Background: an optimization exercise with open tools, aiming at small area. Do not read the settings as production practice.
Only simulation tests tie the RTL to the original design; equivalence was not proved.
No activity file was given, so power comes from the tool's default toggle rates.

**standard.sh**
```bash
#!/bin/bash
# synth_recipe.tcl (not shown) runs the flow's synth.tcl, then flattens the netlist and writes it again
# the make line also repeats each setting of config.mk as NAME=value (left out here)
make -C /OpenROAD-flow-scripts/flow DESIGN_CONFIG=/design/flow/config.mk WORK_HOME=/design/flow/orfs CLKGATE_MAP_FILE= SYNTH_SCRIPT=/design/flow/synth_recipe.tcl "${@:-finish}"
```
**constraint.sdc**
```tcl
create_clock -name core_clock -period 10.0 [get_ports {clock}]
set_input_delay 2.0000 -clock core_clock [delete_from_list [all_inputs] [get_ports {clock}]]
set_output_delay 2.0000 -clock core_clock [all_outputs]
set_load 0.01 [all_outputs]
```
**flow/run.sh**
```bash
#!/bin/bash
# Standard layout (standard.sh, standard synthesis) with two changes: CTS
# without dummy loads and with small clock buffers, and the buffers left by
# ABC removed at floorplan. The whole ORFS output goes to standard.log, and
# each step's log stays under orfs/logs.
set -e
export CTS_ARGS="-sink_clustering_enable -repair_clock_nets -buf_list sky130_fd_sc_hd__clkbuf_4 -sink_clustering_size 10 -sink_clustering_max_diameter 40 -dont_use_dummy_load"
export REMOVE_ABC_BUFFERS=1
bash standard.sh > standard.log 2>&1
```
**design.v**
```verilog
`default_nettype none
package roverPkg;
	localparam int FarThreshold = 25;
	localparam int CloseThreshold = 250;
	function automatic logic lessThan(input logic [10:0] x, input logic [10:0] k);
		logic lt;
		lt = 1'b0;
		for (int i = 0; i < 11; i++) begin
			lt = k[i] ? (!x[i] || lt) : (!x[i] && lt);
		end
		lessThan = lt;
	endfunction
	function automatic logic [10:0] rippleAdd(input logic [10:0] a,
			input logic [10:0] b, input logic cin);
		logic carry;
		logic [10:0] total;
		carry = cin;
		for (int i = 0; i < 11; i++) begin
			total[i] = a[i] ^ b[i] ^ carry;
			carry = (a[i] & b[i]) | (carry & (a[i] ^ b[i]));
		end
		rippleAdd = total;
	endfunction
	function automatic logic [10:0] rippleInc(input logic [10:0] a,
			input logic inc);
		logic carry;
		logic [10:0] total;
		carry = inc;
		for (int i = 0; i < 11; i++) begin
			total[i] = a[i] ^ carry;
			carry = a[i] & carry;
		end
		rippleInc = total;
	endfunction
endpackage
`default_nettype wire
`timescale 1ns/1ps
`default_nettype none
module beaconChannel (
	input wire logic clock,
	input wire logic arstN,
	input wire logic sensor,
	input wire logic freeze,       
	input wire logic push,         
	input wire logic resume,      
	input wire logic ringFull,     
	output logic isClose,          
	output logic isFar
);
	logic [1:0] syncQ;
	logic accepted;
	logic [2:0] run;              
	logic levelChange;
	logic [1:0] changeQ;          
	logic change;
	logic [7:0] count;
	logic [55:0] ring;
	logic [7:0] oldest;
	logic [10:0] sum;             
	logic [10:0] countNext;
	logic [10:0] sumNext;
	assign levelChange = run[2] & run[0];
	always_ff @(posedge clock or negedge arstN) begin
		if (!arstN) begin
			syncQ <= '0;
			accepted <= 1'b0;
			run <= '0;
		end else begin
			syncQ <= {syncQ[0], sensor};
			accepted <= accepted ^ levelChange;
			if (levelChange) begin
				run <= {2'b00, syncQ[1] == accepted};
			end else if (syncQ[1] != accepted) begin
				run <= run + 1'b1;
			end else begin
				run <= '0;
			end
		end
	end
	always_ff @(posedge clock) begin
		changeQ <= {changeQ[0], levelChange};
	end
	assign change = (levelChange && !freeze) || (resume && |changeQ);
	assign countNext = roverPkg::rippleInc({3'b000, count}, change);
	always_ff @(posedge clock) begin
		if (push) begin
			count <= '0;
		end else begin
			count <= countNext[7:0];
		end
	end
	always_ff @(posedge clock) begin
		ring <= {ring[54:0], ring[55]};
		if (push) begin
			ring[55:49] <= count[6:0];
			ring[0] <= count[7];
		end
	end
	assign oldest = ringFull ? ring[55:48] : 8'd0;
	assign sumNext = roverPkg::rippleAdd(sum,
		push ? {3'b111, ~oldest} : 11'd0, push | change);
	always_ff @(posedge clock or negedge arstN) begin
		if (!arstN) begin
			sum <= '0;
		end else begin
			sum <= sumNext;
		end
	end
	assign isClose = !roverPkg::lessThan(sum, 11'(roverPkg::CloseThreshold));
	assign isFar = !roverPkg::lessThan(sum, 11'(roverPkg::FarThreshold + 1)) &&
		!isClose;
endmodule
`default_nettype wire
`timescale 1ns/1ps
`default_nettype none
module fireSequencer (
	input wire logic clock,
	input wire logic arstN,
	input wire logic closeLeft,
	input wire logic closeRight,
	output logic fireLeft,
	output logic fireRight
);
	localparam logic [14:0] FireSeed = 15'h5130;
	logic [14:0] hold;
	logic side;                   
	logic lowBits;
	logic idle;
	logic start;
	logic feedback;
	assign lowBits = |hold[13:0];
	assign idle = !hold[14] && !lowBits;
	assign start = idle && (closeLeft || closeRight);
	assign feedback = (hold[14] ^ hold[13]) && lowBits;
	always_ff @(posedge clock or negedge arstN) begin
		if (!arstN) begin
			hold <= '0;
		end else begin
			hold <= {hold[13:0], feedback} | (start ? FireSeed : 15'd0);
		end
	end
	always_ff @(posedge clock) begin
		if (idle) begin
			side <= !closeLeft;
		end
	end
	assign fireLeft = lowBits && !side;
	assign fireRight = lowBits && side;
endmodule
`default_nettype wire
`timescale 1ns/1ps
`default_nettype none
module statusDisplay (
	input wire logic clock,
	input wire logic arstN,
	input wire logic periodEnd,
	input wire logic [7:0] periodCountInc,    
	input wire logic anyClose,
	input wire logic anyFar,
	output logic [6:0] segments,
	output logic [3:0] anodes
);
	logic [3:0] scanPhase;
	logic [1:0] digit;
	logic [1:0] digitQ;
	logic showC;
	logic showF;
	logic scanWrap;
	assign scanWrap = (periodCountInc == {scanPhase, 4'b0000});
	always_ff @(posedge clock or negedge arstN) begin
		if (!arstN) begin
			scanPhase <= 4'd3;
			digit <= '0;
			digitQ <= '0;
			showC <= 1'b0;
			showF <= 1'b0;
		end else begin
			if (periodEnd) begin
				scanPhase <= scanPhase + 4'd3;
			end
			if (scanWrap) begin
				digit <= digit + 1'b1;
			end
			digitQ <= digit;
			showC <= (digit == 2'd0) && anyClose;
			showF <= (digit == 2'd1) && anyFar;
		end
	end
	assign anodes = ~(4'b0001 << digitQ);
	assign segments = {~showF, ~(showC | showF), ~(showC | showF), ~showC,
		1'b1, 1'b1, ~(showC | showF)};
endmodule
`default_nettype wire
`timescale 1ns/1ps
`default_nettype none
module beaconShooter #(
	parameter int WindowCycles = 1000,
	parameter int DebounceDepth = 5,
	parameter logic [20:0] ServoPeriod = 21'd2000,
	parameter logic [20:0] RestWidthLeft = 21'd60,
	parameter logic [20:0] RestWidthRight = 21'd225,
	parameter logic [20:0] FireStep = 21'd55,
	parameter int HoldCycles = 20000,
	parameter int ScanBits = 10
) (
	input wire logic clock,
	input wire logic arstN,
	input wire logic sensorLeft,
	input wire logic sensorRight,
	output logic servoLeft,
	output logic servoRight,
	output logic [6:0] segments,
	output logic [3:0] anodes
);
	localparam logic [10:0] PeriodBase = 11'd48;
	logic [10:0] periodCount;
	logic [11:0] periodCountInc;
	logic periodEnd;
	logic freeze;
	logic push;
	logic resume;
	logic [2:0] periods;          
	logic ringFull;
	logic started;
	assign periodCountInc = {&periodCount, roverPkg::rippleInc(periodCount, 1'b1)};
	assign periodEnd = periodCountInc[11];
	assign freeze = (periodCount == PeriodBase) ||
		(periodCount == PeriodBase + 11'(WindowCycles)) || push;
	assign push = (periodCount == PeriodBase + 11'd1) ||
		(periodCount == PeriodBase + 11'(WindowCycles + 1));
	assign resume = (periodCount == PeriodBase + 11'd2) ||
		(periodCount == PeriodBase + 11'(WindowCycles + 2));
	assign ringFull = periods[2];
	assign started = |periods;
	always_ff @(posedge clock or negedge arstN) begin
		if (!arstN) begin
			periodCount <= PeriodBase;
			periods <= '0;
		end else begin
			periodCount <= periodCountInc[10:0] | (periodEnd ? PeriodBase : 11'd0);
			if (periodEnd && !periods[2]) begin
				periods <= periods + 1'b1;
			end
		end
	end
	logic sumCloseLeft, sumFarLeft, sumCloseRight, sumFarRight;
	logic closeLeft, closeRight, anyFar;
	beaconChannel channelLeft (
		.clock(clock),
		.arstN(arstN),
		.sensor(sensorLeft),
		.freeze(freeze),
		.push(push),
		.resume(resume),
		.ringFull(ringFull),
		.isClose(sumCloseLeft),
		.isFar(sumFarLeft)
	);
	beaconChannel channelRight (
		.clock(clock),
		.arstN(arstN),
		.sensor(sensorRight),
		.freeze(freeze),
		.push(push),
		.resume(resume),
		.ringFull(ringFull),
		.isClose(sumCloseRight),
		.isFar(sumFarRight)
	);
	always_ff @(posedge clock or negedge arstN) begin
		if (!arstN) begin
			closeLeft <= 1'b0;
			closeRight <= 1'b0;
			anyFar <= 1'b0;
		end else if (push) begin
			closeLeft <= sumCloseLeft;
			closeRight <= sumCloseRight;
			anyFar <= sumFarLeft || sumFarRight;
		end
	end
	logic fireLeft, fireRight;
	logic fireLeftQ, fireRightQ;
	fireSequencer sequencer (
		.clock(clock),
		.arstN(arstN),
		.closeLeft(closeLeft),
		.closeRight(closeRight),
		.fireLeft(fireLeft),
		.fireRight(fireRight)
	);
	always_ff @(posedge clock) begin
		if (periodEnd) begin
			fireLeftQ <= fireLeft;
			fireRightQ <= fireRight;
		end
	end
	logic belowFireLeft, belowRestLeft, belowFireRight, belowRestRight;
	assign belowFireLeft = roverPkg::lessThan(periodCount,
		PeriodBase + 11'(RestWidthLeft + FireStep));
	assign belowRestLeft = roverPkg::lessThan(periodCount,
		PeriodBase + 11'(RestWidthLeft));
	assign belowFireRight = roverPkg::lessThan(periodCount,
		PeriodBase + 11'(RestWidthRight - FireStep));
	assign belowRestRight = roverPkg::lessThan(periodCount,
		PeriodBase + 11'(RestWidthRight));
	assign servoLeft = started && (fireLeftQ ? belowFireLeft : belowRestLeft);
	assign servoRight = started && (fireRightQ ? belowFireRight : belowRestRight);
	statusDisplay display (
		.clock(clock),
		.arstN(arstN),
		.periodEnd(periodEnd),
		.periodCountInc(periodCountInc[7:0]),
		.anyClose(closeLeft || closeRight),
		.anyFar(anyFar),
		.segments(segments),
		.anodes(anodes)
	);
endmodule
`default_nettype wire
```
**config.mk**
```make
export PLATFORM = sky130hd
export DESIGN_NAME = beaconShooter
export DESIGN_NICKNAME = beaconShooter
export VERILOG_FILES = /design/flow/design.v
export SDC_FILE = /design/flow/constraint.sdc
export NUM_CORES = 4
export LEC_CHECK = 0
export CAP_MARGIN = 20
export CORE_MARGIN = 2
export CORE_UTILIZATION = 60
export CTS_BUF_LIST = sky130_fd_sc_hd__clkbuf_4
export CTS_CLUSTER_DIAMETER = 40
export CTS_CLUSTER_SIZE = 10
export SLEW_MARGIN = 20
```
==> results of run 1 <==
[kinds of logic after synthesis]
group / count (synthesis) / synth area share (%)
AOI/OAI and AO/OA: 44 / 4.008
xor gates and xnor gates: 21 / 2.845
adders and majority gates: 55 / 11.99
buffers and inverters: 40 / 3.042
DFF: 211 / 66.34
muxes: 21 / 4.187
other: 1 / 0.05363
and+or+nand+nor: 91 / 7.533
[worst max-delay path by stage]
stage              startpoint                    to  slack (ns)  cells after the start
4_1_cts        periodCount[5]  channelRight.sum[10]        3.82                     17
6_report       periodCount[5]  channelRight.sum[10]        3.89                     17
5_1_grt        periodCount[5]  channelRight.sum[10]        3.55                     17
2_1_floorplan  periodCount[5]   channelLeft.sum[10]        2.94                     16
3_3_place_gp   periodCount[5]   channelLeft.sum[10]        3.98                     17
3_5_place_dp   periodCount[5]  channelRight.sum[10]        3.82                     17
[layout make-up]
cell class                 instances  area, µm²  share of cell area (%)
clock buffer                      28      210.2                   2.825
inverter                          28      105.1                   1.413
sequential                       211       4639                   62.36
timing repair buffer              16      150.1                   2.018
multi-input combinational        234       2156                   28.98
tap                              143      178.9                   2.405
[flip-flops by register name, indices dropped and copies added (netlist names), 2 cells and up]
name,count
channelLeft.changeQ,2
channelRight.changeQ,2
channelLeft.run,3
channelRight.count,8
display.digitQ,2
display.digit,2
channelRight.sum,11
channelRight.syncQ,2
channelLeft.ring,56
periods,3
periodCount,11
sequencer.hold,15
display.scanPhase,4
channelLeft.syncQ,2
channelLeft.sum,11
channelLeft.count,8
channelRight.run,3
channelRight.ring,56
[where the power goes]
group / switching (mW) / total (mW) / internal, mW / leakage (nW)
Combinational: 0.0279 / 0.0571 / 0.0292 / 1.21
Clock: 0.240 / 0.368 / 0.128 / 0.129
Sequential: 0.0199 / 0.897 / 0.877 / 2.11
Total: 0.288 / 1.32 / 1.03 / 3.45
[stage by stage]
| stage | instances | utilization, % | setup slack [ns] | cell area [µm²] | total power [mW] |
|---|---|---|---|---|---|
| floorplan | 473 | - | 2.942 | 6889 | 0.9512 |
| global placement | 632 | 63.31 | 3.981 | 7229 | 0.9658 |
| detailed placement | 632 | 63.31 | 3.823 | 7229 | 0.9731 |
| CTS | 660 | 65.15 | 3.817 | 7440 | 1.345 |
| global route | 660 | 65.15 | 3.549 | 7440 | 1.394 |
| finish | 660 | 65.15 | 3.889 | 7440 | 1.322 |
[synth_stat cells (all sizes together) (2+ instances only)]
cell and number:
dfxtp 132, dfrtp 72, ha 35, inv 28
fa 20, and2 19, a21oi 18, mux2 18
nor2 17, xnor2 13, nand2 12, buf 10
or2 10, o21ai 9, xor2 8, nor4 7
nor2b 5, o211ai 5, dfstp 4, nand2b 4
nor3 4, o22ai 4, edfxtp 3, mux2i 3
nand3 3, nand4 3, a2111oi 2, a21o 2
clkbuf 2, nor4b 2
[worst register-to-register path, cell delays in order (launching register included)]
cell and delay (ns):
dfstp_2 0.60, and3b_1 0.23, o2111ai_4 0.19, buf_4 0.64, a21oi_1 0.17, fa_1 0.49, fa_1 0.42, fa_1 0.43
fa_1 0.43, fa_1 0.43, fa_1 0.43, fa_1 0.43, fa_1 0.40, inv_1 0.09, fa_1 0.20, fa_1 0.19
xnor2_1 0.16, xnor2_2 0.08
[metal layers]
layer / GRT usage [%] / up-vias
li1: - / 1651
met1: 23.77 / 1631
met2: 24.32 / 48
met3: 3.865 / 14
met4: 5.691 / 0
met5: 0 / -
==> results.cfg, run 1 <==
[status]
status = timing/DRC/antenna clean

[clock_tree]
worstSkewPairLatency_ns = 0.62
cts_sinks = 211
hold_buffers = 0
cts_root_buf = clkbuf_4
tritoncts = built
path_clk_slew_ns = 0.09
clk_path_buf_depth = 3
h-tree-depth = 1
cts.repair.resized = 0
postCtsSetupRepairBufs = 0
cts_inserted_buffers = 28

[routing]
route.met3.wl_um = 347
drt_first_pass_iters = 4
drc = 0
routedWlPerCell_um = 13.99
vias = 3344
routed_wl_um = 9236
met2_length_um = 4120
top_layer = met4
vias_per_cell = 5.067
drt_iter0_drc = 145
met1_length_um = 4606
drtAntennaViolNets = 0

[synthesis]
synth_area_mm2 = 0.006993
synth_edf_count = 3
ys_warn_count = 4
synthArstFlopShare_pct = 36.02
synthFlopType = dfxtp_1
ys_seq_area_share_pct = 66.34
netlist.area_leader.share_pct = 37.79
synthCells = 484
synth_area_leaders = dfxtp_1 (38%), dfrtp_1 (26%), ha_1 (6.3%), fa_1 (5.7%), mux2_4 (3.4%)
ys_seq_elements = 211
postSynthAreaPerCell_um2 = 14.45
ys_types = 49
synth.largest_area_cell = dfxtp_1

[finish]
final_common_cell = dfxtp_1
drive_above_1_share_pct = 13.93
diodes = 0
final_nets = 578
fill_cells = 900
layout_common_cells = dfxtp_1 (132), dfrtp_1 (72), ha_1 (35)
syn_to_final_growth_pct = 6.388

[job]
maxCapViolCount = 0

[sta]
hold_viol_final = 0
skew_ns = 0.04400
fin_setup_tns_ns = 0
fmax_mhz = 163.6
slew_headroom_pct = 37.15
fin_crit_ns = 6.111
hold-worst-slack_ns = 0.3221
setup_viol = 0
worst_slew_pin_slew_ns = 0.9428
rsz0062_at_grt = false
drv_slew = 0
min_period_over_period_pct = 61.11

[die]
dieWidth_um = 112.0
dieHeight_um = 112.0
start_util_pct = 61.24
core_area_mm2 = 0.01142
die_area_mm2 = 0.01253
rows = 39
pin_count = 17

[setup_path]
rr_worst_depth = 17
worstPathRequired_ns = 10.48
r2r-start = periodCount[5]
path_cells = and3b_1 > o2111ai_4 > buf_4 > a21oi_1 > fa_1 > fa_1 > fa_1 > fa_1 > fa_1 > fa_1 > fa_1 > fa_1 > inv_1 > fa_1 > fa_1 > xnor2_1 > xnor2_2
r2r_slack_ns = 3.89
critPathBufInv = 2
critPathSlowestCell = buf_4
cpMostUsedCell = fa_1
crit_path_end_kind = flip-flop
crit_path_start_kind = flip-flop
slowest_delay_ns = 0.63
critical_path_class = reg2reg
worstPathArrival_ns = 6.59
cp_top_family = adder cells
cp_max_fo = 60
r2r-end = channelRight.sum[10]

[power_and_ir_drop]
p_per_area_mw_per_mm2 = 177.8
total_leakage_power_nw = 3.445
vdd_ir_drop_max_uv = 134.5

[global_route]
grt_pass1_wl_um = 16920
grt.overflow.total = 0
grt_usage_pct = 16.30
grt_pass1_vias = 3604
grt_max_degree = 77
antenna_found_initial = 0

[placement]
dp_hpwl_um = 5981
place_congestion = 0.8109
io_buffers = 14

[hold_path]
hp-start = channelLeft.ring[40]
hold_depth = 0
worstHoldEndpoint = channelLeft.ring[41]
hold_path.class = reg2reg
==> run 2: changes to the inputs <==
==> flow/run.sh (replaced) <==
#!/bin/bash
# Standard layout (standard.sh, standard synthesis) with two changes: CTS
# without dummy loads and with small clock buffers, and the buffers left by
# ABC removed at floorplan. The whole ORFS output goes to standard.log, and
# each step's log stays under orfs/logs.
set -e
export CTS_ARGS="-sink_clustering_enable -repair_clock_nets -buf_list sky130_fd_sc_hd__clkbuf_8 -sink_clustering_size 18 -sink_clustering_max_diameter 50 -dont_use_dummy_load"
export REMOVE_ABC_BUFFERS=1
bash standard.sh > standard.log 2>&1
==> results.cfg, run 2 <==
[status]
status = timing/DRC/antenna clean

[routing]
met1_length_um = 4616
drt_iter0_drc = 160
vias_per_cell = 5.054
drt_first_pass_iters = 4
route.met3.wl_um = 315
drc = 0
top_layer = met4
routedWlPerCell_um = 14.01
routed_wl_um = 9093
met2_length_um = 3985
drtAntennaViolNets = 0
vias = 3280

[synthesis]
synth_area_leaders = dfxtp_1 (38%), dfrtp_1 (26%), ha_1 (6.3%), fa_1 (5.7%), mux2_4 (3.4%)
ys_seq_elements = 211
synthCells = 484
synth_area_mm2 = 0.006993
synthArstFlopShare_pct = 36.02
ys_types = 49
synth_edf_count = 3
synthTopCellsByCount = dfxtp_1 (132), dfrtp_1 (72), ha_1 (35)
synth_xor_area_share_pct = 2.845
synth.largest_area_cell = dfxtp_1
ys_seq_area_share_pct = 66.34
synthFlopType = dfxtp_1
synthMuxAreaShare_pct = 4.187
netlist.area_leader.share_pct = 37.79
synth_top_family_by_area = adder cells
postSynthAreaPerCell_um2 = 14.45
yosysMostFrequentCell = dfxtp_1
ys_warn_count = 4
synth_compound_area_share_pct = 4.008
yosys.area_share.simple_pct = 7.533
synth_fa_ha_area_share_pct = 11.99

[clock_tree]
cts.repair.resized = 0
clk_path_buf_depth = 3
tritoncts = built
hold_buffers = 0
cts_root_buf = clkbuf_8
cts_sinks = 211
path_clk_slew_ns = 0.11
cts_inserted_buffers = 17
postCtsSetupRepairBufs = 0
worstSkewPairLatency_ns = 0.48
h-tree-depth = 1

[setup_path]
worstPathArrival_ns = 6.42
r2r-start = periodCount[5]
crit_path_end_kind = flip-flop
crit_path_start_kind = flip-flop
r2r-end = channelRight.sum[10]
r2r_slack_ns = 3.93
worstPathRequired_ns = 10.35
cp_max_fo = 60
rr_worst_depth = 17
critical_path_class = reg2reg

[hold_path]
hp-start = channelRight.ring[5]
hold_depth = 0
worstHoldEndpoint = channelRight.ring[6]
hold_path.class = reg2reg

[placement]
place_congestion = 0.8109
dpl_cell_area_mm2 = 0.007229
io_buffers = 14
dp_hpwl_um = 5981

[die]
core_area_mm2 = 0.01142
dieWidth_um = 112.0
dieHeight_um = 112.0
rows = 39
pin_count = 17
start_util_pct = 61.24
die_area_mm2 = 0.01253

[power_and_ir_drop]
seq_power_share_pct = 67.0
internal_power_mw = 1.059
switchingPower_mw = 0.2791
total_leakage_power_nw = 3.439
pwr-share-comb_pct = 4.2
p_sw_share_pct = 20.85
clkPwrFrac_pct = 28.7
p_per_area_mw_per_mm2 = 179.3
vdd_ir_drop_max_uv = 134.9

[sta]
fin_crit_ns = 6.067
fmax_mhz = 164.8
hold_viol_final = 0
setup_viol = 0
min_period_over_period_pct = 60.67
fin_setup_tns_ns = 0
worst_slew_pin_slew_ns = 0.9445
slew_headroom_pct = 37.03
drv_slew = 0
skew_ns = 0.04480
rsz0062_at_grt = false
hold-worst-slack_ns = 0.2818

[finish]
final_area_mm2 = 0.007463
layout_common_cells = dfxtp_1 (132), dfrtp_1 (72), ha_1 (35)
syn_to_final_growth_pct = 6.728
final_nets = 567
final_core_util_pct = 65.36
drive_above_1_share_pct = 12.06
diodes = 0
top_regs = channelLeft.ring (56), channelRight.ring (56), sequencer.hold (15)
final_common_cell = dfxtp_1

[global_route]
grt_pass1_vias = 3468
grt_max_degree = 77
grt_usage_pct = 15.78
grt_pass1_wl_um = 16530
antenna_found_initial = 0
grt.overflow.total = 0

[job]
maxCapViolCount = 0
## run 2: cell counts after synthesis
Identical to the previous run, type by type.
## run 2: final cells by class
class,instances,area [µm²]
tap,143,178.9
fill,902,3955
clock buffer,17,234.0
inverter,28,105.1
sequential,211,4639
timing repair buffer,16,150.1
multi-input combinational,234,2156
## run 2: power by group through the flow
stage | clock network, mW | logic (mW) | registers [mW]
6_report | 0.385 | 0.0567 | 0.897
2_1_floorplan | 0 | 0.0409 | 0.910
3_5_place_dp | 0 | 0.0580 | 0.915
3_3_place_gp | 0 | 0.0522 | 0.914
4_1_cts | 0.405 | 0.0583 | 0.897
5_1_grt | 0.434 | 0.0693 | 0.902
## run 2: per-layer routing
layer | vias to the layer above | track usage (%)
li1 | 1622 | -
met1 | 1608 | 23.88
met2 | 36 | 23.96
met3 | 14 | 3.157
met4 | 0 | 3.659
met5 | - | 0
## run 2: cells by family (layout without fill, tap and decap cells)
kind of cell / Yosys count / in the layout
flops: 211 / 211
buf+inv: 40 / 61
fa+ha+maj: 55 / 55
xor+xnor: 21 / 21
simple gates: 91 / 91
mux: 21 / 21
compound gates: 44 / 44
other cells: 1 / 2
## run 2: worst max-delay path, cell delays in order, from the launching register on
cell and delay (ns):
dfstp_2 0.60, and3b_1 0.23, o2111ai_4 0.19, buf_4 0.63
a21oi_1 0.15, fa_1 0.49, fa_1 0.42, fa_1 0.43
fa_1 0.43, fa_1 0.43, fa_1 0.43, fa_1 0.43
fa_1 0.40, inv_1 0.09, fa_1 0.20, fa_1 0.19
xnor2_1 0.16, xnor2_2 0.08
## run 2: worst max-delay path by stage
stage | startpoint | cells after the start | to
2_1_floorplan | periodCount[5] | 16 | channelLeft.sum[10]
3_3_place_gp | periodCount[5] | 17 | channelLeft.sum[10]
3_5_place_dp | periodCount[5] | 17 | channelRight.sum[10]
4_1_cts | periodCount[5] | 17 | channelRight.sum[10]
5_1_grt | periodCount[5] | 17 | channelRight.sum[10]
6_report | periodCount[5] | 17 | channelRight.sum[10]
## run 2: through the flow
stage / total power, mW / worst slack, ns / cells
after floorplan: 0.9512 / 2.942 / 473
after global placement: 0.9658 / 3.981 / 632
after detailed placement: 0.9731 / 3.823 / 632
after CTS: 1.361 / 3.863 / 649
after global routing: 1.405 / 3.579 / 649
final: 1.338 / 3.933 / 649
==> run 3: changes to the inputs <==
==> flow/run.sh (replaced) <==
#!/bin/bash
# Standard layout (standard.sh, standard synthesis) with three changes: CTS
# without dummy loads and with small clock buffers, the buffers left by ABC
# removed at floorplan, and buf_1 as the port buffer cell (every input and
# output port still gets its own buffer). The whole ORFS output goes to
# standard.log, and each step's log stays under orfs/logs.
set -e
export CTS_ARGS="-sink_clustering_enable -repair_clock_nets -buf_list sky130_fd_sc_hd__clkbuf_4 -sink_clustering_size 10 -sink_clustering_max_diameter 40 -dont_use_dummy_load"
export REMOVE_ABC_BUFFERS=1
export BUFFER_PORTS_ARGS="-buffer_cell sky130_fd_sc_hd__buf_1"
bash standard.sh > standard.log 2>&1
==> results.cfg, run 3 <==
[die]
start_util_pct = 61.24
pin_count = 17
dieWidth_um = 112.0
rows = 39
core_area_mm2 = 0.01142
die_area_mm2 = 0.01253
dieHeight_um = 112.0

[power_and_ir_drop]
total_leakage_power_nw = 3.403
p_per_area_mw_per_mm2 = 178.4
vdd_ir_drop_max_uv = 131.6
total_power_mw = 1.312

[finish]
syn_to_final_growth_pct = 5.117
final_nets = 577
final_core_util_pct = 64.38
layout_common_cells = dfxtp_1 (132), dfrtp_1 (72), ha_1 (35)
final_common_cell = dfxtp_1
multi_input_area_mm2 = 0.002156
diodes = 0
fill_cells = 874
seqCellArea_mm2 = 0.004639
top_regs = channelLeft.ring (56), channelRight.ring (56), sequencer.hold (15)
drive_above_1_share_pct = 13.76

[setup_path]
r2r_slack_ns = 3.93
crit_path_start_kind = flip-flop
worstPathArrival_ns = 6.53
worstPathRequired_ns = 10.46
r2r-start = periodCount[5]
crit_path_end_kind = flip-flop
critical_path_class = reg2reg
rr_worst_depth = 17
cp_max_fo = 60
r2r-end = channelRight.sum[10]

[global_route]
grt_usage_pct = 15.62
grt.overflow.total = 0
grt_pass1_vias = 3497
antenna_found_initial = 0
grt_pass1_wl_um = 16260
grt_max_degree = 77

[synthesis]
synth_edf_count = 3
yosysMostFrequentCell = dfxtp_1
synth_area_leaders = dfxtp_1 (38%), dfrtp_1 (26%), ha_1 (6.3%), fa_1 (5.7%), mux2_4 (3.4%)
ys_warn_count = 4
synthArstFlopShare_pct = 36.02
synthFlopType = dfxtp_1
ys_seq_area_share_pct = 66.34
netlist.area_leader.share_pct = 37.79
synth.largest_area_cell = dfxtp_1
synth_area_mm2 = 0.006993
synthTopCellsByCount = dfxtp_1 (132), dfrtp_1 (72), ha_1 (35)
synthCells = 484
ys_seq_elements = 211
ys_types = 49
postSynthAreaPerCell_um2 = 14.45

[clock_tree]
postCtsSetupRepairBufs = 0
worstSkewPairLatency_ns = 0.60
cts_sinks = 211
hold_buffers = 0
cts_root_buf = clkbuf_4
cts.repair.resized = 0
tritoncts = built
clk_path_buf_depth = 3
path_clk_slew_ns = 0.09
h-tree-depth = 1
cts_inserted_buffers = 27

[routing]
drtAntennaViolNets = 0
drt_iter0_drc = 121
routed_wl_um = 8885
vias_per_cell = 5.071
top_layer = met4
route.met3.wl_um = 319
met1_length_um = 4520
drt_first_pass_iters = 5
drc = 0
routedWlPerCell_um = 13.48
met2_length_um = 3797
vias = 3342

[status]
status = timing/DRC/antenna clean

[sta]
skew_ns = 0.05583
min_period_over_period_pct = 60.75
setup_viol = 0
hold_viol_final = 0
fin_crit_ns = 6.075
slew_headroom_pct = 38.72
fmax_mhz = 164.6
rsz0062_at_grt = false
drv_slew = 0
worst_slew_pin_slew_ns = 0.9192
fin_setup_tns_ns = 0

[job]
maxCapViolCount = 0

[placement]
dp_hpwl_um = 5711
io_buffers = 14
place_congestion = 0.8149

[hold_path]
hold_path.class = reg2reg
hold_depth = 0
hp-start = channelLeft.ring[24]
worstHoldEndpoint = channelLeft.ring[25]
-- run 3: cell counts after synthesis --
Identical to the previous run, type by type.
-- run 3: per-layer routing --
layer | track usage, % | vias up
met5 | 0 | -
met4 | 5.854 | 0
met3 | 3.484 | 26
met2 | 22.59 | 52
met1 | 23.40 | 1613
li1 | - | 1651
-- run 3: final cells by class --
class,instances,area share [%]
tap,143,2.434
timing repair buffer,16,0.9362
inverter,28,1.430
sequential,211,63.11
multi-input combinational,234,29.33
clock buffer,27,2.757
-- run 3: cell families after synthesis --
| family | count (synthesis) | synth area share (%) |
|---|---|---|
| adder cells (fa/ha/maj) | 55 | 11.99 |
| other | 1 | 0.05363 |
| XOR/XNOR | 21 | 2.845 |
| AND/OR/NAND/NOR | 91 | 7.533 |
| flip-flops | 211 | 66.34 |
| multiplexers | 21 | 4.187 |
| AO/OA/AOI/OAI | 44 | 4.008 |
| buffers and inverters | 40 | 3.042 |
-- run 3: per-stage QoR --
step           instance area (µm²)  hold slack (ns)  setup WS, ns  cells
2_1_floorplan                 6889           0.3096         2.942    473
3_3_place_gp                  7148           0.3121         3.976    632
3_5_place_dp                  7148           0.3121         3.858    632
4_1_cts                       7351           0.3026         3.877    659
5_1_grt                       7351           0.2982         3.523    659
6_report                      7351           0.2992         3.925    659
-- run 3: how the worst max path moves through the flow --
| stage | endpoint | slack (ns) | start |
|---|---|---|---|
| floorplan | channelLeft.sum[10] | 2.94 | periodCount[5] |
| global placement | channelLeft.sum[10] | 3.98 | periodCount[5] |
| detailed placement | channelLeft.sum[10] | 3.86 | periodCount[5] |
| CTS | channelRight.sum[10] | 3.88 | periodCount[5] |
| global route | channelRight.sum[10] | 3.52 | periodCount[5] |
| finish | channelRight.sum[10] | 3.93 | periodCount[5] |
-- run 3: report_power, final --
part	internal [mW]	leakage, nW	switching [mW]
combinational	0.0283	1.17	0.0262
clock	0.124	0.124	0.237
sequential	0.877	2.11	0.0193
total	1.03	3.40	0.282
-- run 3: worst max-delay path, stage by stage (launching register included) --
cell and delay [ns]:
dfstp_2 0.59, and3b_1 0.24, o2111ai_4 0.19, buf_4 0.62, a21oi_1 0.15, fa_1 0.49, fa_1 0.42, fa_1 0.43
fa_1 0.42, fa_1 0.42, fa_1 0.43, fa_1 0.42, fa_1 0.40, inv_1 0.09, fa_1 0.19, fa_1 0.19
xnor2_1 0.16, xnor2_2 0.08
==> run 4: changes to the inputs <==
--- a/design.v
+++ b/design.v
@@ -51,7 +51,7 @@
 	logic accepted;
 	logic [2:0] run;              
 	logic levelChange;
-	logic [1:0] changeQ;          
+	logic deferred;               
 	logic change;
 	logic [7:0] count;
 	logic [55:0] ring;
@@ -78,9 +78,9 @@
 		end
 	end
 	always_ff @(posedge clock) begin
-		changeQ <= {changeQ[0], levelChange};
+		deferred <= levelChange || (push && deferred);
 	end
-	assign change = (levelChange && !freeze) || (resume && |changeQ);
+	assign change = (levelChange && !freeze) || (resume && deferred);
 	assign countNext = roverPkg::rippleInc({3'b000, count}, change);
 	always_ff @(posedge clock) begin
 		if (push) begin
==> results.cfg, run 4 <==
[sta]
slew_headroom_pct = 37.40
hold_viol_final = 0
fin_crit_ns = 6.155
fmax_mhz = 162.5
skew_ns = 0.06182
setup_ws_ns = 3.845
rsz0062_at_grt = false
hold-worst-slack_ns = 0.3037
setup_viol = 0
fin_setup_tns_ns = 0
drv_slew = 0
min_period_over_period_pct = 61.55
worst_slew_pin_slew_ns = 0.9390

[finish]
top_regs = channelLeft.ring (56), channelRight.ring (56), sequencer.hold (15)
multi_input_area_mm2 = 0.002085
final_common_cell = dfxtp_1
final_nets = 583
drive_above_1_share_pct = 14.37
diodes = 0
syn_to_final_growth_pct = 5.350
layout_common_cells = dfxtp_1 (130), dfrtp_1 (72), ha_1 (35)
final_area_mm2 = 0.007268
seqCellArea_mm2 = 0.004599
fill_cells = 882
final_core_util_pct = 64.20

[synthesis]
synth_area_leaders = dfxtp_1 (38%), dfrtp_1 (26%), ha_1 (6.3%), fa_1 (5.8%), mux2_2 (2.8%)
postSynthAreaPerCell_um2 = 14.11
synth.largest_area_cell = dfxtp_1
synthArstFlopShare_pct = 36.36
ys_seq_elements = 209
netlist.area_leader.share_pct = 37.72
ys_seq_area_share_pct = 66.67
ys_warn_count = 4
synth_edf_count = 3
synthCells = 489
synthTopCellsByCount = dfxtp_1 (130), dfrtp_1 (72), ha_1 (35)
synthFlopType = dfxtp_1
synth_area_mm2 = 0.006899
ys_types = 48
yosysMostFrequentCell = dfxtp_1

[setup_path]
r2r-end = channelRight.sum[10]
rr_worst_depth = 19
worstPathArrival_ns = 6.62
critical_path_class = reg2reg
cp_max_fo = 54
r2r-start = periodCount[5]
crit_path_start_kind = flip-flop
crit_path_end_kind = flip-flop
r2r_slack_ns = 3.84
worstPathRequired_ns = 10.47

[power_and_ir_drop]
pwr-share-comb_pct = 3.8
p_per_area_mw_per_mm2 = 179.7
internal_power_mw = 1.025
total_leakage_power_nw = 3.290
vdd_ir_drop_max_uv = 124.4
seq_power_share_pct = 68.1
clkPwrFrac_pct = 28.1
p_sw_share_pct = 21.51
switchingPower_mw = 0.2809

[routing]
drt_iter0_drc = 128
routedWlPerCell_um = 13.87
top_layer = met4
met1_length_um = 4668
drc = 0
drt_first_pass_iters = 4
vias_per_cell = 5.024
vias = 3341
drtAntennaViolNets = 0
met2_length_um = 3781
routed_wl_um = 9224
route.met3.wl_um = 387

[clock_tree]
clk_path_buf_depth = 3
path_clk_slew_ns = 0.09
cts_root_buf = clkbuf_4
postCtsSetupRepairBufs = 0
cts.repair.resized = 0
h-tree-depth = 1
worstSkewPairLatency_ns = 0.61
hold_buffers = 0
cts_sinks = 209
cts_inserted_buffers = 29
tritoncts = built

[die]
start_util_pct = 60.94
pin_count = 17
core_area_mm2 = 0.01132
dieWidth_um = 111.2
rows = 39
dieHeight_um = 111.2
die_area_mm2 = 0.01237

[global_route]
grt_usage_pct = 16.17
grt_max_degree = 77
grt_pass1_wl_um = 16550
grt.overflow.total = 0
grt_pass1_vias = 3529
antenna_found_initial = 0

[status]
status = timing/DRC/antenna clean

[placement]
dp_slack_ns = 3.792
dp_hpwl_um = 6031
io_buffers = 14
dpl_cell_area_mm2 = 0.007051
place_congestion = 0.9306

[job]
maxCapViolCount = 0

[hold_path]
hold_depth = 0
hp-start = channelLeft.ring[20]
hold_path.class = reg2reg
worstHoldEndpoint = channelLeft.ring[21]
==> run 4: stage by stage <==
step | std cells | power, mW
2_1_floorplan | 478 | 0.9394
3_5_place_dp | 636 | 0.9585
5_1_grt | 665 | 1.378
6_report | 665 | 1.306
4_1_cts | 665 | 1.330
3_3_place_gp | 636 | 0.9534
==> run 4: layer usage <==
metal  track usage [%]  vias up
met2             22.89       58
met4             7.407        0
met1             23.89     1586
li1                  -     1667
met3             3.718       30
met5                 0        -
==> run 4: cell families after synthesis <==
logic type / share of synthesized area [%]
and+or+nand+nor: 7.363
other: 0.05435
DFF: 66.67
buffers and inverters: 3.174
adders and majority gates: 12.15
xor gates and xnor gates: 2.666
muxes: 3.065
AOI/OAI and AO/OA: 4.860
==> run 4: layout make-up <==
class,instances,share of cell area [%]
sequential,209,63.28
multi-input combinational,236,28.68
clock buffer,29,2.995
tap,143,2.462
inverter,33,1.704
timing repair buffer,15,0.8779
==> run 4: worst max-delay path by stage <==
stage,start,endpoint,slack [ns],depth (start not counted)
after floorplan,periodCount[5],channelRight.sum[10],4.06,18
after global placement,periodCount[5],channelLeft.sum[10],3.93,19
after detailed placement,periodCount[5],channelRight.sum[10],3.79,19
after CTS,periodCount[5],channelRight.sum[10],3.80,19
after global routing,periodCount[5],channelRight.sum[10],3.45,19
final,periodCount[5],channelRight.sum[10],3.84,19
==> run 4: worst max-delay path, cell delays in order (launching register included) <==
cell and delay, ns:
dfstp_2 0.61, and3b_1 0.22, o211ai_4 0.29, nor2_4 0.08, inv_2 0.09, buf_4 0.54
a21oi_2 0.08, fa_1 0.48, fa_1 0.43, fa_1 0.43, fa_1 0.43, fa_1 0.43
fa_1 0.42, fa_1 0.42, fa_1 0.39, inv_1 0.08, fa_1 0.20, fa_1 0.19
xnor2_1 0.13, xnor2_1 0.08
==> run 4: power by group through the flow <==
stage / Combinational (mW) / Sequential (mW) / Clock, mW
after floorplan: 0.0371 / 0.902 / 0
after CTS: 0.0514 / 0.890 / 0.389
after detailed placement: 0.0514 / 0.907 / 0
after global placement: 0.0475 / 0.906 / 0
after global routing: 0.0598 / 0.894 / 0.425
final: 0.0497 / 0.889 / 0.367
==> run 5: changes to the inputs <==
==> flow/run.sh (replaced) <==
#!/bin/bash
# Standard layout (standard.sh, standard synthesis) with four changes: CTS
# without dummy loads and with small clock buffers, the buffers left by ABC
# removed at floorplan, buf_1 as the port buffer cell (every input and output
# port still gets its own buffer), and gates with slack downsized before the
# placement repair (flow/pre_resize.tcl). The whole ORFS output goes to
# standard.log, and each step's log stays under orfs/logs.
set -e
export CTS_ARGS="-sink_clustering_enable -repair_clock_nets -buf_list sky130_fd_sc_hd__clkbuf_4 -sink_clustering_size 10 -sink_clustering_max_diameter 40 -dont_use_dummy_load"
export REMOVE_ABC_BUFFERS=1
export BUFFER_PORTS_ARGS="-buffer_cell sky130_fd_sc_hd__buf_1"
export PRE_RESIZE_TCL="$(pwd)/flow/pre_resize.tcl"
bash standard.sh > standard.log 2>&1
==> flow/pre_resize.tcl (new file) <==
# Downsize gates that have slack to spare (power recovery) before the
# placement repair, which then fixes any slew or capacitance it leaves.
set_dont_use $::env(DONT_USE_CELLS)
estimate_parasitics -placement
repair_timing -recover_power 100 -verbose
==> results.cfg, run 5 <==
[global_route]
grt_max_degree = 55
antenna_found_initial = 0
grt_pass1_vias = 3556
grt_pass1_wl_um = 16700
grt.overflow.total = 0
grt_usage_pct = 16.42

[clock_tree]
cts_sinks = 209
clk_path_buf_depth = 3
cts.repair.resized = 0
cts_inserted_buffers = 27
postCtsSetupRepairBufs = 0
hold_buffers = 0
tritoncts = built
worstSkewPairLatency_ns = 0.60
cts_root_buf = clkbuf_4
path_clk_slew_ns = 0.10
h-tree-depth = 1

[power_and_ir_drop]
vdd_ir_drop_max_uv = 158.7
total_leakage_power_nw = 3.260
p_per_area_mw_per_mm2 = 179.8

[synthesis]
yosysMostFrequentCell = dfxtp_1
synthCells = 489
synthFlopType = dfxtp_1
synthTopCellsByCount = dfxtp_1 (130), dfrtp_1 (72), ha_1 (35)
synthArstFlopShare_pct = 36.36
netlist.area_leader.share_pct = 37.72
ys_types = 48
synth_edf_count = 3
ys_warn_count = 4
ys_seq_area_share_pct = 66.67
synth.largest_area_cell = dfxtp_1
postSynthAreaPerCell_um2 = 14.11
synth_area_mm2 = 0.006899
synth_area_leaders = dfxtp_1 (38%), dfrtp_1 (26%), ha_1 (6.3%), fa_1 (5.8%), mux2_2 (2.8%)
ys_seq_elements = 209

[sta]
fin_setup_tns_ns = 0
min_period_over_period_pct = 65.21
rsz0062_at_grt = false
drv_slew = 0
fmax_mhz = 153.4
worst_slew_pin_slew_ns = 1.001
slew_headroom_pct = 32.78
setup_viol = 0
fin_crit_ns = 6.521
skew_ns = 0.05583
hold_viol_final = 0
hold-worst-slack_ns = 0.3196

[setup_path]
crit_path_end_kind = flip-flop
slowest_delay_ns = 0.64
cpMostUsedCell = fa_1
cp_max_fo = 54
path_cells = and3b_1 > o211ai_1 > nor2_1 > clkinv_1 > clkbuf_4 > a21oi_2 > fa_1 > fa_1 > fa_1 > fa_1 > fa_1 > fa_1 > fa_1 > fa_1 > inv_1 > fa_1 > fa_1 > inv_1
rr_worst_depth = 18
worstPathArrival_ns = 7.06
critPathSlowestCell = dfstp_1
crit_path_start_kind = flip-flop
worstPathRequired_ns = 10.54
critical_path_class = reg2reg

[routing]
drt_first_pass_iters = 4
top_layer = met4
met1_length_um = 4652
routedWlPerCell_um = 13.88
vias = 3381
drt_iter0_drc = 146
drc = 0
routed_wl_um = 9217
drtAntennaViolNets = 0
vias_per_cell = 5.092
route.met3.wl_um = 383
met2_length_um = 3833

[job]
maxCapViolCount = 0

[die]
start_util_pct = 60.94
die_area_mm2 = 0.01237
pin_count = 17
core_area_mm2 = 0.01132
rows = 39
dieWidth_um = 111.2
dieHeight_um = 111.2

[finish]
layout.cells.non_filler = 664
final_common_cell = dfxtp_1
drive_above_1_share_pct = 12.86
syn_to_final_growth_pct = 4.824
top_regs = channelLeft.ring (56), channelRight.ring (56), sequencer.hold (15)
layout_common_cells = dfxtp_1 (130), dfrtp_1 (72), ha_1 (35)
fill_cells = 888
final_nets = 582
diodes = 0

[placement]
place.detailed.instances = 637
dp_hpwl_um = 6121
place_congestion = 0.9306
io_buffers = 14

[hold_path]
hold_depth = 0
hold_path.class = reg2reg

[status]
status = timing/DRC/antenna clean
run 5: cell counts after synthesis:
No cell type changed its count.
run 5: metal layers:
layer  up-vias  GRT usage, %
li1       1663             -
met1      1624         24.55
met2        66         23.25
met3        28         3.718
met4         0         6.996
met5         -             0
run 5: path summary, 6_finish.rpt:
path                                           from             endpoint  slack [ns]
min in group asynchronous                     arstN  channelRight.sum[5]        1.38
worst max register to register       periodCount[5]  channelRight.sum[9]        3.48
worst min-delay path            channelLeft.ring[6]  channelLeft.ring[7]        0.32
max in group asynchronous                     arstN       periodCount[5]        7.95
worst max-delay path                 periodCount[5]  channelRight.sum[9]        3.48
worst min register to register  channelLeft.ring[6]  channelLeft.ring[7]        0.32
run 5: metrics by stage:
stage	utilization [%]	power [mW]	setup slack (ns)	cell area, µm²
4_1_cts	63.88	1.325	3.413	7232
3_3_place_gp	62.28	0.9534	3.926	7051
5_1_grt	63.88	1.373	2.962	7232
3_5_place_dp	62.09	0.9598	3.386	7029
6_report	63.88	1.301	3.479	7232
2_1_floorplan	-	0.9394	4.062	6808
run 5: area by class of cell:
type	count	area (µm²)	area share (%)
well taps	143	178.9	2.474
multi-input cells	236	2043	28.25
flip-flops and latches	209	4599	63.60
repair buffers	16	83.83	1.159
clock buffers	27	202.7	2.803
inverters	33	123.9	1.713
run 5: cell families (layout without fill, tap and decap cells):
group	count (synthesis)	count (layout)	synth area share (%)
buffers and inverters	45	76	3.174
other	1	2	0.05435
muxes	19	19	3.065
and+or+nand+nor	90	90	7.363
DFF	209	209	66.67
adders and majority gates	55	55	12.15
xor gates and xnor gates	21	21	2.666
AOI/OAI and AO/OA	49	49	4.860
run 5: worst max-delay path: cells and delay by family (launching register included):
family                     cells  cell delay [ns]
and+or+nand+nor                2             0.40
adders and majority gates     10             4.04
AOI/OAI and AO/OA              2             0.51
buffers and inverters          4             0.88
DFF                            1             0.64
run 5: report_power, final:
part	switching, mW	total (mW)	internal [mW]	leakage (nW)
combinational	0.0262	0.0512	0.0250	1.05
clock	0.237	0.361	0.124	0.124
sequential	0.0205	0.889	0.868	2.09
total	0.284	1.30	1.02	3.26
==> run 6: changes to the inputs <==
--- a/design.v
+++ b/design.v
@@ -161,16 +161,18 @@
 	output logic [3:0] anodes
 );
 	logic [3:0] scanPhase;
-	logic [1:0] digit;
-	logic [1:0] digitQ;
+	logic [1:0] digit;            
+	logic [1:0] digitQ;           
+	logic scanWrapQ;
 	logic showC;
 	logic showF;
 	logic scanWrap;
 	assign scanWrap = (periodCountInc == {scanPhase, 4'b0000});
+	assign digit = digitQ + scanWrapQ;
 	always_ff @(posedge clock or negedge arstN) begin
 		if (!arstN) begin
 			scanPhase <= 4'd3;
-			digit <= '0;
+			scanWrapQ <= 1'b0;
 			digitQ <= '0;
 			showC <= 1'b0;
 			showF <= 1'b0;
@@ -178,9 +180,7 @@
 			if (periodEnd) begin
 				scanPhase <= scanPhase + 4'd3;
 			end
-			if (scanWrap) begin
-				digit <= digit + 1'b1;
-			end
+			scanWrapQ <= scanWrap;
 			digitQ <= digit;
 			showC <= (digit == 2'd0) && anyClose;
 			showF <= (digit == 2'd1) && anyFar;
--- a/config.mk
+++ b/config.mk
@@ -7,7 +7,7 @@
 export LEC_CHECK = 0
 export CAP_MARGIN = 20
 export CORE_MARGIN = 2
-export CORE_UTILIZATION = 60
+export CORE_UTILIZATION = 75
 export CTS_BUF_LIST = sky130_fd_sc_hd__clkbuf_4
 export CTS_CLUSTER_DIAMETER = 40
 export CTS_CLUSTER_SIZE = 10
==> results.cfg, run 6 <==
[setup_path]
crit_path_end_kind = flip-flop
critical_path_class = reg2reg
r2r_slack_ns = 3.69
worstPathRequired_ns = 10.52
worstPathArrival_ns = 6.82
crit_path_start_kind = flip-flop
crit_start = periodCount[4]
rr_worst_depth = 16
cp_max_fo = 7
r2r-start = periodCount[4]
r2r-end = channelLeft.sum[9]

[sta]
fin_crit_ns = 6.307
min_period_over_period_pct = 63.07
skew_ns = 0.04429
hold_viol_final = 0
fmax_mhz = 158.6
setup_viol = 0
drv_slew = 0
fin_setup_tns_ns = 0
slew_headroom_pct = 47.95
hold-worst-slack_ns = 0.2869
rsz0062_at_grt = false
worst_slew_pin_slew_ns = 0.7699
setup_ws_ns = 3.693

[global_route]
grt_pass1_vias = 3659
antenna_found_initial = 0
grt.overflow.total = 0
grt_max_degree = 47
grt_usage_pct = 21.99
grt_pass1_wl_um = 17360

[finish]
final_area_mm2 = 0.007171
diodes = 0
final_nets = 570
drive_above_1_share_pct = 10.18
top_regs = channelLeft.ring (56), channelRight.ring (56), sequencer.hold (15)
layout_common_cells = dfxtp_1 (130), dfrtp_1 (71), ha_1 (33)
fill_cells = 502
final_core_util_pct = 81.43
layout.cells.non_filler = 619
multi_input_area_mm2 = 0.002052
seqCellArea_mm2 = 0.004574
final_common_cell = dfxtp_1
syn_to_final_growth_pct = 4.772

[placement]
dp_hpwl_um = 6849
io_buffers = 14
dp_slack_ns = 3.650
place.detailed.instances = 593
dpl_cell_area_mm2 = 0.006975
place_congestion = 0.8147

[clock_tree]
hold_buffers = 0
cts_sinks = 208
cts_inserted_buffers = 26
tritoncts = built
postCtsSetupRepairBufs = 0
cts.repair.resized = 0
path_clk_slew_ns = 0.10
worstSkewPairLatency_ns = 0.59
cts_root_buf = clkbuf_4
clk_path_buf_depth = 3
h-tree-depth = 1

[hold_path]
hp-start = channelLeft.ring[20]
hold_path.class = reg2reg
hold_depth = 0
worstHoldEndpoint = channelLeft.ring[21]

[synthesis]
yosysMostFrequentCell = dfxtp_1
ys_seq_area_share_pct = 66.84
synthTopCellsByCount = dfxtp_1 (130), dfrtp_1 (71), ha_1 (33)
synthFlopType = dfxtp_1
synth_edf_count = 3
synthArstFlopShare_pct = 36.06
ys_warn_count = 4
synth.largest_area_cell = dfxtp_1
netlist.area_leader.share_pct = 38.03
synth_area_mm2 = 0.006844
ys_seq_elements = 208
postSynthAreaPerCell_um2 = 14.32
synth_area_leaders = dfxtp_1 (38%), dfrtp_1 (26%), ha_1 (6.0%), fa_1 (5.9%), mux2_4 (3.5%)
synthCells = 478
ys_types = 46

[routing]
routed_wl_um = 9896
vias_per_cell = 5.444
drc = 0
vias = 3370
drt_first_pass_iters = 4
drt_iter0_drc = 134
routedWlPerCell_um = 15.99
drtAntennaViolNets = 0

[die]
dieWidth_um = 99.53
start_util_pct = 77.72
rows = 34
dieHeight_um = 99.53
die_area_mm2 = 0.009905
pin_count = 17
core_area_mm2 = 0.008806

[power_and_ir_drop]
total_leakage_power_nw = 3.356
p_per_area_mw_per_mm2 = 181.2
total_power_mw = 1.300
vdd_ir_drop_max_uv = 125.7

[status]
status = timing/DRC/antenna clean

[job]
maxCapViolCount = 0
## run 6: power by group
group	internal [mW]	total [mW]	leakage [nW]	switching (mW)
logic	0.0287	0.0575	1.16	0.0288
clock network	0.120	0.355	0.120	0.235
registers	0.864	0.887	2.07	0.0227
total	1.01	1.30	3.36	0.287
## run 6: logic make-up after synthesis
| family | count (synthesis) | synth area share [%] |
|---|---|---|
| AO/OA/AOI/OAI | 48 | 4.333 |
| adder cells (fa/ha/maj) | 53 | 11.88 |
| buffers and inverters | 38 | 2.687 |
| flip-flops | 208 | 66.84 |
| AND/OR/NAND/NOR | 90 | 7.550 |
| XOR/XNOR | 21 | 2.687 |
| multiplexers | 19 | 3.967 |
| other | 1 | 0.05479 |
## run 6: worst max-delay path, stage by stage (launching register included)
cell,delay (ns)
dfstp_1,0.63
nor4b_1,0.67
o211ai_1,0.37
nor2_1,0.24
o22ai_1,0.14
fa_1,0.46
fa_1,0.44
fa_1,0.44
fa_1,0.42
fa_1,0.43
fa_1,0.43
fa_1,0.43
fa_1,0.41
inv_1,0.08
fa_1,0.19
fa_1,0.42
inv_1,0.07
## run 6: worst max-delay path by stage
stage,to,slack (ns),depth (start not counted)
floorplan,channelLeft.sum[10],3.06,16
global placement,channelLeft.sum[9],3.64,16
detailed placement,channelLeft.sum[9],3.65,16
CTS,channelRight.sum[10],3.67,17
global route,channelRight.sum[10],3.36,17
finish,channelLeft.sum[9],3.69,16
## run 6: routing by layer
layer | vias to the layer above | share of wire, % | global-route usage [%]
met5 | - | 0 | 0
li1 | 1640 | - | -
met2 | 63 | 47 | 35.14
met3 | 18 | 3.4 | 3.725
met1 | 1649 | 47 | 31.40
met4 | 0 | 1.9 | 7.060
## run 6: final cells by class
class                      instances  area share [%]
tap                              108           1.884
multi-input combinational        233           28.62
inverter                          26           1.361
timing repair buffer              18           1.623
sequential                       208           63.79
clock buffer                      26           2.722
==> run 7: changes to the inputs <==
--- a/config.mk
+++ b/config.mk
@@ -7,7 +7,7 @@
 export LEC_CHECK = 0
 export CAP_MARGIN = 20
 export CORE_MARGIN = 2
-export CORE_UTILIZATION = 75
+export CORE_UTILIZATION = 60
 export CTS_BUF_LIST = sky130_fd_sc_hd__clkbuf_4
 export CTS_CLUSTER_DIAMETER = 40
 export CTS_CLUSTER_SIZE = 10
==> results.cfg, run 7 <==
[status]
status = timing/DRC/antenna clean

[power_and_ir_drop]
total_leakage_power_nw = 3.387
vdd_ir_drop_max_uv = 125.4
p_per_area_mw_per_mm2 = 180.0

[routing]
drc = 0
vias_per_cell = 5.130
drt_first_pass_iters = 4
routedWlPerCell_um = 13.64
routed_wl_um = 8947
vias = 3365
drt_iter0_drc = 110
drtAntennaViolNets = 0

[sta]
drv_slew = 0
rsz0062_at_grt = false
setup_viol = 0
slew_headroom_pct = 56.85
worst_slew_pin_slew_ns = 0.6473
setup_ws_ns = 4.073
min_period_over_period_pct = 59.27
skew_ns = 0.1206
fmax_mhz = 168.7
fin_setup_tns_ns = 0
fin_crit_ns = 5.927
hold_viol_final = 0

[synthesis]
ys_seq_area_share_pct = 66.84
ys_warn_count = 4
netlist.area_leader.share_pct = 38.03
ys_seq_elements = 208
synthCells = 478
ys_types = 46
synth.largest_area_cell = dfxtp_1
synthFlopType = dfxtp_1
synth_area_mm2 = 0.006844
synthTopCellsByCount = dfxtp_1 (130), dfrtp_1 (71), ha_1 (33)
postSynthAreaPerCell_um2 = 14.32
synthArstFlopShare_pct = 36.06
synth_area_leaders = dfxtp_1 (38%), dfrtp_1 (26%), ha_1 (6.0%), fa_1 (5.9%), mux2_4 (3.5%)
yosysMostFrequentCell = dfxtp_1
synth_edf_count = 3

[clock_tree]
path_clk_slew_ns = 0.09
cts_root_buf = clkbuf_4
cts_inserted_buffers = 28
clk_path_buf_depth = 3
tritoncts = built
h-tree-depth = 1
hold_buffers = 0
cts_sinks = 208
worstSkewPairLatency_ns = 0.65
cts.repair.resized = 0
postCtsSetupRepairBufs = 0

[hold_path]
hold_path.class = reg2reg

[setup_path]
crit_path_end_kind = flip-flop
crit_path_start_kind = flip-flop
worstPathRequired_ns = 10.50
worstPathArrival_ns = 6.43
cp_max_fo = 34
critical_path_class = reg2reg

[global_route]
grt_pass1_vias = 3477
grt.overflow.total = 0
antenna_found_initial = 0
grt_pass1_wl_um = 16690
grt_max_degree = 55
grt_usage_pct = 16.39

[finish]
final_common_cell = dfxtp_1
seqCellArea_mm2 = 0.004574
final_area_mm2 = 0.007252
multi_input_area_mm2 = 0.002067
drive_above_1_share_pct = 10.92
syn_to_final_growth_pct = 5.960
top_regs = channelLeft.ring (56), channelRight.ring (56), sequencer.hold (15)
final_nets = 572
fill_cells = 853
layout_common_cells = dfxtp_1 (130), dfrtp_1 (71), ha_1 (33)
diodes = 0

[placement]
dp_slack_ns = 4.018
dpl_cell_area_mm2 = 0.007042
place_congestion = 0.8069
io_buffers = 14
dp_hpwl_um = 5923

[die]
dieHeight_um = 110.8
die_area_mm2 = 0.01228
start_util_pct = 60.72
core_area_mm2 = 0.01127
dieWidth_um = 110.8
pin_count = 17
rows = 39

[job]
maxCapViolCount = 0
==> run 7: cell counts after synthesis <==
No cell type changed its count.
==> run 7: cell type report <==
class                           instances  share of cell area (%)
Clock buffer                           28                   2.899
Sequential cell                       208                   63.08
Timing Repair Buffer                   18                   1.708
Inverter                               26                   1.346
Tap cell                              143                   2.467
Multi-Input combinational cell        233                   28.50
==> run 7: final timing paths <==
check | from | endpoint | slack, ns | depth (start not counted)
max | periodCount[5] | channelLeft.sum[9] | 4.07 | 16
min | channelLeft.ring[41] | channelLeft.ring[42] | 0.28 | 0
max reg2reg | periodCount[5] | channelLeft.sum[9] | 4.07 | 16
min reg2reg | channelLeft.ring[41] | channelLeft.ring[42] | 0.28 | 0
max in group asynchronous | arstN | display.scanPhase[1] | 7.91 | 3
min in group asynchronous | arstN | channelRight.sum[4] | 1.36 | 2
==> run 7: report_power, final <==
group          switching, mW  internal [mW]  total (mW)
logic                 0.0270         0.0282      0.0552
registers             0.0209          0.864       0.885
clock network          0.237          0.128       0.365
==> run 7: worst max-delay path, stage by stage, from the launching register on <==
cell and delay, ns:
dfstp_1 0.64, and3b_1 0.26, o2111ai_4 0.30, buf_4 0.42
a21oi_1 0.11, fa_1 0.47, fa_1 0.43, fa_1 0.43
fa_1 0.43, fa_1 0.42, fa_1 0.42, fa_1 0.42
fa_1 0.39, inv_1 0.08, fa_1 0.20, fa_1 0.41
inv_1 0.06
==> run 7: cell families after synthesis <==
logic type	after synthesis	synth area share [%]
AO/OA/AOI/OAI	48	4.333
multiplexers	19	3.967
AND/OR/NAND/NOR	90	7.550
XOR/XNOR	21	2.687
flip-flops	208	66.84
buffers and inverters	38	2.687
other	1	0.05479
adder cells (fa/ha/maj)	53	11.88
==> run 7: stage by stage <==
| stage | power (mW) | hold slack (ns) | instances | util [%] |
|---|---|---|---|---|
| 6_report | 1.305 | 0.2829 | 656 | 64.34 |
| 5_1_grt | 1.382 | 0.2813 | 656 | 64.34 |
| 4_1_cts | 1.331 | 0.2782 | 656 | 64.34 |
| 3_5_place_dp | 0.9596 | 0.3121 | 628 | 62.47 |
| 3_3_place_gp | 0.9537 | 0.3124 | 626 | 62.28 |
| 2_1_floorplan | 0.9398 | 0.3096 | 467 | - |
==> run 7: layer usage <==
layer / vias to the layer above / track usage [%] / share of wire (%)
met5: - / 0 / 0
met4: 0 / 6.667 / 2.6
met3: 20 / 3.499 / 3.3
met2: 44 / 23.39 / 43
met1: 1656 / 24.67 / 51
li1: 1645 / - / -
==> run 8: changes to the inputs <==
--- a/flow/run.sh
+++ b/flow/run.sh
@@ -6,7 +6,7 @@
 # placement repair (flow/pre_resize.tcl). The whole ORFS output goes to
 # standard.log, and each step's log stays under orfs/logs.
 set -e
-export CTS_ARGS="-sink_clustering_enable -repair_clock_nets -buf_list sky130_fd_sc_hd__clkbuf_4 -sink_clustering_size 10 -sink_clustering_max_diameter 40 -dont_use_dummy_load"
+export CTS_ARGS="-sink_clustering_enable -repair_clock_nets -buf_list {sky130_fd_sc_hd__clkbuf_2 sky130_fd_sc_hd__clkbuf_4} -sink_clustering_size 8 -sink_clustering_max_diameter 35 -dont_use_dummy_load"
 export REMOVE_ABC_BUFFERS=1
 export BUFFER_PORTS_ARGS="-buffer_cell sky130_fd_sc_hd__buf_1"
 export PRE_RESIZE_TCL="$(pwd)/flow/pre_resize.tcl"
==> results.cfg, run 8 <==
[finish]
layout_common_cells = dfxtp_1 (130), dfrtp_1 (71), clkbuf_4 (36)
final_common_cell = dfxtp_1
diodes = 0
fill_cells = 861
syn_to_final_growth_pct = 6.728
top_regs = channelLeft.ring (56), channelRight.ring (56), sequencer.hold (15)
multi_input_area_mm2 = 0.002067
seqCellArea_mm2 = 0.004574
layout.cells.non_filler = 663
final_nets = 579
drive_above_1_share_pct = 12.12

[routing]
drt_first_pass_iters = 4
routed_wl_um = 9015
vias_per_cell = 5.068
drtAntennaViolNets = 0
drc = 0
drt_iter0_drc = 130
routedWlPerCell_um = 13.60
vias = 3360

[setup_path]
cpMostUsedCell = fa_1
critPathSlowestCell = dfstp_1
cp_max_fo = 34
r2r-end = channelLeft.sum[10]
slowest_delay_ns = 0.64
r2r_slack_ns = 4.04
crit_path_start_kind = flip-flop
rr_worst_depth = 17
r2r-start = periodCount[5]
worstPathArrival_ns = 6.39
path_cells = and3b_1 > o2111ai_4 > buf_4 > a21oi_1 > fa_1 > fa_1 > fa_1 > fa_1 > fa_1 > fa_1 > fa_1 > fa_1 > inv_1 > fa_1 > fa_1 > xnor2_1 > xnor2_1
critical_path_class = reg2reg
worstPathRequired_ns = 10.43
crit_path_end_kind = flip-flop

[global_route]
antenna_found_initial = 0
grt.overflow.total = 0
grt_pass1_vias = 3493
grt_pass1_wl_um = 16760
grt_max_degree = 55
grt_usage_pct = 16.55

[synthesis]
ys_warn_count = 4
synth_edf_count = 3
postSynthAreaPerCell_um2 = 14.32
ys_seq_elements = 208
synthCells = 478
synthTopCellsByCount = dfxtp_1 (130), dfrtp_1 (71), ha_1 (33)
ys_types = 46
synthArstFlopShare_pct = 36.06
ys_seq_area_share_pct = 66.84
synth_area_leaders = dfxtp_1 (38%), dfrtp_1 (26%), ha_1 (6.0%), fa_1 (5.9%), mux2_4 (3.5%)
synth.largest_area_cell = dfxtp_1
synth_area_mm2 = 0.006844
synthFlopType = dfxtp_1
yosysMostFrequentCell = dfxtp_1
netlist.area_leader.share_pct = 38.03

[die]
die_area_mm2 = 0.01228
dieWidth_um = 110.8
core_area_mm2 = 0.01127
start_util_pct = 60.72
rows = 39
pin_count = 17
dieHeight_um = 110.8

[sta]
fin_setup_tns_ns = 0
worst_slew_pin_slew_ns = 0.6432
rsz0062_at_grt = false
setup_viol = 0
slew_headroom_pct = 57.12
drv_slew = 0
fmax_mhz = 167.7
min_period_over_period_pct = 59.62
hold_viol_final = 0
fin_crit_ns = 5.962
skew_ns = 0.04670

[status]
status = timing/DRC/antenna clean

[clock_tree]
clk_path_buf_depth = 3
tritoncts = built
path_clk_slew_ns = 0.08
cts_root_buf = clkbuf_4
h-tree-depth = 2
cts_inserted_buffers = 35
worstSkewPairLatency_ns = 0.55
cts_sinks = 208
postCtsSetupRepairBufs = 0
cts.repair.resized = 0
hold_buffers = 0

[power_and_ir_drop]
total_power_mw = 1.348
vdd_ir_drop_max_uv = 131.1
p_per_area_mw_per_mm2 = 184.5
total_leakage_power_nw = 3.419

[placement]
place_congestion = 0.8069
place.detailed.instances = 628
dp_hpwl_um = 5923
io_buffers = 14

[hold_path]
hold_depth = 0
hp-start = channelLeft.ring[23]
hold_path.class = reg2reg
worstHoldEndpoint = channelLeft.ring[24]

[job]
maxCapViolCount = 0
==> run 8: changes by cell type in the layout (fill, tap and decap cells not counted), sizes merged <==
cell | before | now
clkbuf | 29 | 36
==> run 8: kinds of logic (layout without fill, tap and decap cells) <==
family / Yosys count / after routing / share of synthesized area (%)
XOR/XNOR: 21 / 21 / 2.687
multiplexers: 19 / 19 / 3.967
AO/OA/AOI/OAI: 48 / 48 / 4.333
adder cells (fa/ha/maj): 53 / 53 / 11.88
buffers and inverters: 38 / 79 / 2.687
other: 1 / 2 / 0.05479
AND/OR/NAND/NOR: 90 / 90 / 7.550
flip-flops: 208 / 208 / 66.84
==> run 8: where the power goes <==
part	leakage, nW	internal, mW	switching, mW	total (mW)
Combinational	1.18	0.0282	0.0270	0.0552
Clock	0.161	0.162	0.246	0.408
Sequential	2.08	0.864	0.0208	0.885
Total	3.42	1.05	0.293	1.35
==> run 8: worst max-delay path: cells and delay by family (launching register included) <==
family	cells	cell delay, ns
compound gates	2	0.41
xor+xnor	2	0.26
fa+ha+maj	10	3.79
buf+inv	2	0.50
flops	1	0.64
simple gates	1	0.25
==> run 8: area by class of cell <==
cell class                 count  share of cell area [%]
sequential                   208                   62.62
multi-input combinational    233                   28.30
clock buffer                  35                   3.597
tap                          143                   2.449
timing repair buffer          18                   1.696
inverter                      26                   1.336
==> run 8: worst max path at each step <==
stage | from | end | slack [ns] | cells after the start
6_report | periodCount[5] | channelLeft.sum[10] | 4.04 | 17
5_1_grt | periodCount[5] | channelLeft.sum[10] | 3.66 | 17
2_1_floorplan | periodCount[5] | channelLeft.sum[10] | 3.06 | 16
4_1_cts | periodCount[5] | channelLeft.sum[10] | 3.98 | 17
3_5_place_dp | periodCount[5] | channelLeft.sum[10] | 4.02 | 17
3_3_place_gp | periodCount[5] | channelLeft.sum[9] | 3.61 | 16
==> run 8: routing by layer <==
| metal | vias to the layer above | share of wire [%] | wire, µm | track usage [%] |
|---|---|---|---|---|
| met2 | 54 | 42 | 3760 | 23.11 |
| met1 | 1618 | 52 | 4692 | 24.78 |
| met3 | 19 | 3.8 | 346 | 4.319 |
| li1 | 1669 | - | - | - |
| met4 | 0 | 2.4 | 214 | 6.833 |
| met5 | - | 0 | 0 | 0 |
==> run 8: per-stage QoR <==
step / hold slack, ns / instance area, µm² / util (%) / setup WS [ns]
floorplan: 0.3096 / 6761 / - / 3.058
global placement: 0.3124 / 7020 / 62.28 / 3.608
detailed placement: 0.3121 / 7042 / 62.47 / 4.018
CTS: 0.3180 / 7305 / 64.80 / 3.981
global route: 0.3166 / 7305 / 64.80 / 3.662
finish: 0.3175 / 7305 / 64.80 / 4.038

[port drivers added, routing unchanged]
No port has a modelled driver above. Below, the same layouts with a new extraction and two added sets of constraints.
Step 1 sets driving cells, clkbuf_16 on the clock port and buf_2 on the other inputs (assumed; they add their load-dependent delay and slew).
Step 2, shift: input delay + t, output delay - t, t = (earliest + latest rising clock arrival at the registers) / 2. This alone moves slack from input paths to output paths.
Three values: no drivers, after step 1, after step 2; two values: the first two.
run	shift t [ns]	slack for setup (ns)	clock arrival spread, ns	worst register clock-pin slew, ns
run 1	0.633	3.889 / 3.889 / 3.889	0.044 / 0.044	0.10 / 0.10
run 2	0.493	3.933 / 3.933 / 3.933	0.046 / 0.046	0.11 / 0.11
run 3	0.601	3.925 / 3.925 / 3.925	0.056 / 0.056	0.11 / 0.11
run 4	0.608	3.845 / 3.845 / 3.845	0.062 / 0.062	0.10 / 0.10
run 5	0.603	3.479 / 3.479 / 3.479	0.056 / 0.056	0.10 / 0.10
run 6	0.597	3.693 / 3.693 / 3.693	0.053 / 0.052	0.11 / 0.11
run 7	0.618	4.073 / 4.073 / 4.073	0.120 / 0.121	0.11 / 0.11
run 8	0.554	4.038 / 4.038 / 4.038	0.047 / 0.046	0.09 / 0.09
After both steps setup and hold are still met in every run listed.
